What follows belongs to an exercise in optimizing a design on an open flow for small area and a short achievable clock period; a production flow would make more cautious choices. The RTL was checked by simulation tests, not by an equivalence proof against the original design. Power figures rest on the tool's default switching activity, not on a simulated workload.

==> flow/design.v (excerpt) <==
module robTop (
    input  logic                   Clk,
    input  logic                   arstN,
    input  logic                   stall,
    input  logic                   flush,
    input  logic                   extInterrupt,
    input  logic                   dispatchValid0,
    input  robEntryPkg::pcT        dispatchPc0,
    input  robEntryPkg::microOpE   dispatchOp0,
    input  logic                   dispatchRdValid0,
    input  robEntryPkg::archRegT   dispatchArchRd0,
    input  robEntryPkg::physRegT   dispatchPhysRd0,
    input  logic                   dispatchValid1,
    input  robEntryPkg::pcT        dispatchPc1,
    input  robEntryPkg::microOpE   dispatchOp1,
    input  logic                   dispatchRdValid1,
    input  robEntryPkg::archRegT   dispatchArchRd1,
    input  robEntryPkg::physRegT   dispatchPhysRd1,
    output robEntryPkg::robIdxT    allocIdx0,
    output robEntryPkg::robIdxT    allocIdx1,
    output logic                   robFull,
    input  logic                   aluDone0,
    input  logic                   aluDone1,
    input  robEntryPkg::robIdxT    aluDoneIdx0,
    input  robEntryPkg::robIdxT    aluDoneIdx1,
  ...
For scale: ~2,500 cells after synthesis.
Settings: LEC_CHECK=0, CAP_MARGIN=20, CORE_MARGIN=2, CORE_UTILIZATION=40, SETUP_SLACK_MARGIN=3.5, SLEW_MARGIN=20, TNS_END_PERCENT=0; clock period 6.5 ns.
standard.sh (not shown) runs the stock make flow with config.mk's settings and CLKGATE_MAP_FILE= SYNTH_SCRIPT=/design/flow/synth_recipe.tcl, a recipe that flattens the netlist after the stock synthesis.
==> flow/flow/run.sh <==
#!/bin/bash
# The standard layout (standard.sh, unchanged synthesis) with two changes:
# port buffers are sky130 buf_2 cells, and clock tree synthesis gets its own
# arguments. Each tool's full output stays in orfs/logs; make's output goes
# to standard.log in this folder.
set -euo pipefail
export BUFFER_PORTS_ARGS="-buffer_cell sky130_fd_sc_hd__buf_2"
export CTS_ARGS="-sink_clustering_enable -repair_clock_nets -dont_use_dummy_load -buf_list sky130_fd_sc_hd__clkbuf_8 -sink_clustering_size 16 -sink_clustering_max_diameter 60"
bash standard.sh > standard.log 2>&1
Rerun with:
==> flow/flow/run.sh (replaced) <==
#!/bin/bash
# The standard layout (standard.sh, unchanged synthesis) with two changes:
# port buffers are sky130 buf_1 cells, and clock tree synthesis gets its own
# arguments. Each tool's full output stays in orfs/logs; make's output goes
# to standard.log in this folder.
set -euo pipefail
export BUFFER_PORTS_ARGS="-buffer_cell sky130_fd_sc_hd__buf_1"
export CTS_ARGS="-sink_clustering_enable -repair_clock_nets -dont_use_dummy_load -buf_list sky130_fd_sc_hd__clkbuf_16 -sink_clustering_size 24 -sink_clustering_max_diameter 80"
bash standard.sh > standard.log 2>&1
CORE_UTILIZATION = 50   (was 40)
SETUP_SLACK_MARGIN = 3.0   (was 3.5)
What happened: The changed run produced a clean layout. Via count falls slightly. Fmax falls slightly. Utilization rises by 10 points. Flip-flop and latch count stays the same. Final area falls by a few percent. Global-route usage rises by 4.7 points. Synthesized area is unchanged. Non-clock buffer count falls by 9.
Rerun with:
CORE_UTILIZATION = 40   (was 50)
PLACE_DENSITY = 0.75   (was not set)
Non-clock buffer count goes down by 34.
Core utilization goes down by 12 points.
Final area goes down slightly.
Via count goes down slightly.
Combinational power goes down by a few percent.
Die area goes up by a quarter to a third.
Count of clock-buffer cells in the layout goes up by 2.

* * *

Another version of the RTL of robTop (not shown whole).
Size in the first run: about 2500 cells after synthesis, about 870 flip-flops, about 37000 sq um of cells after synthesis.
make LEC_CHECK=0 CAP_MARGIN=20 CORE_MARGIN=2 CORE_UTILIZATION=40 SETUP_SLACK_MARGIN=2.0 SLEW_MARGIN=20 TNS_END_PERCENT=0 finish   # period 6.5 ns
run.sh (not shown) runs the stock make flow with config.mk's settings and CLKGATE_MAP_FILE= SYNTH_SCRIPT=/design/flow/synth_recipe.tcl, a recipe that flattens the netlist after the stock synthesis.
Stock flow here: none of the scripts above is used.
Rerun with:
==> flow/flow/run.sh (new file) <==
#!/bin/bash
# The standard layout (standard.sh, unchanged synthesis) with two changes:
# port buffers are sky130 buf_2 cells, and clock tree synthesis gets its own
# arguments. Each tool's full output stays in orfs/logs; make's output goes
# to standard.log in this folder.
set -euo pipefail
export BUFFER_PORTS_ARGS="-buffer_cell sky130_fd_sc_hd__buf_2"
export CTS_ARGS="-sink_clustering_enable -repair_clock_nets -dont_use_dummy_load -buf_list sky130_fd_sc_hd__clkbuf_16 -sink_clustering_size 30 -sink_clustering_max_diameter 100"
bash standard.sh > standard.log 2>&1
==> flow/standard.sh (new file) <==
#!/bin/bash
# synth_recipe.tcl (not shown) runs the flow's synth.tcl, then flattens the netlist and writes it again
# the make line also repeats each setting of config.mk as NAME=value (left out here)
make -C /OpenROAD-flow-scripts/flow DESIGN_CONFIG=/design/flow/config.mk WORK_HOME=/design/flow/orfs CLKGATE_MAP_FILE= SYNTH_SCRIPT=/design/flow/synth_recipe.tcl "${@:-finish}"
Settings changed: SETUP_SLACK_MARGIN 2.0 to 3.0.
removed: flow/run.sh
Die area stays the same. Worst setup slack gains 0.40 ns. Wire length climbs slightly. Design area fell by a few percent.
Rerun with:
==> flow/run.sh (new file) <==
#!/bin/bash
# synth_recipe.tcl (not shown) runs the flow's synth.tcl, then flattens the netlist and writes it again
# the make line also repeats each setting of config.mk as NAME=value (left out here)
make -C /OpenROAD-flow-scripts/flow DESIGN_CONFIG=/design/flow/config.mk WORK_HOME=/design/flow/orfs CLKGATE_MAP_FILE= SYNTH_SCRIPT=/design/flow/synth_recipe.tcl finish
Settings changed: CORE_UTILIZATION 40 to 60.
removed: flow/flow/run.sh
removed: flow/standard.sh
Outcome: Worst setup slack got worse by 0.027 ns; synthesized area does not change; routed wire length goes up by 0.55%.

afterwards: timing with drivers on the ports:
In the flow no input, the clock included, has a driving cell. The finished layouts below were timed again as built, in two steps. Step 1, drivers: a clkbuf_16 drives Clk and a buf_2 each remaining input, both assumed. Step 2 adds t to the input delays and takes it off the output delays; t is the mean of the earliest and latest rising clock arrival at the registers after step 1. Input paths then give back, and output paths get back, about the clock's delay inside the block. Slacks: no drivers / after step 1 / after step 2; pairs: no drivers / after step 1.
run | t (ns) | slack for setup (ns) | worst hold slack (ns) | worst slew at a driven data input, ns | cell pins on the clock port's net
the first run of note 1 | 0.768 | 2.266 / 2.154 / 1.868 | 0.499 / 0.499 / 0.499 | 0.17 | 1
the second run of note 1 | 0.677 | 2.203 / 2.175 / 1.836 | 0.494 / 0.494 / 0.494 | 0.06 | 1
the third run of note 1 | 0.653 | 2.171 / 2.124 / 1.926 | 0.488 / 0.488 / 0.488 | 0.15 | 1
the first run of note 2 | 0.734 | 1.684 / 1.584 / 1.579 | 0.501 / 0.501 / 0.501 | 0.12 | 1
the second run of note 2 | 0.663 | 2.079 / 1.912 / 1.843 | 0.492 / 0.492 / 0.492 | 0.21 | 1
the third run of note 2 | 0.710 | 2.053 / 1.837 / 1.613 | 0.480 / 0.480 / 0.480 | 0.26 | 1
After both steps every run listed still meets setup and hold. The setup slack of the third run of note 2, which loses most, moves by -0.216 ns with the drivers and by -0.440 ns with both steps.
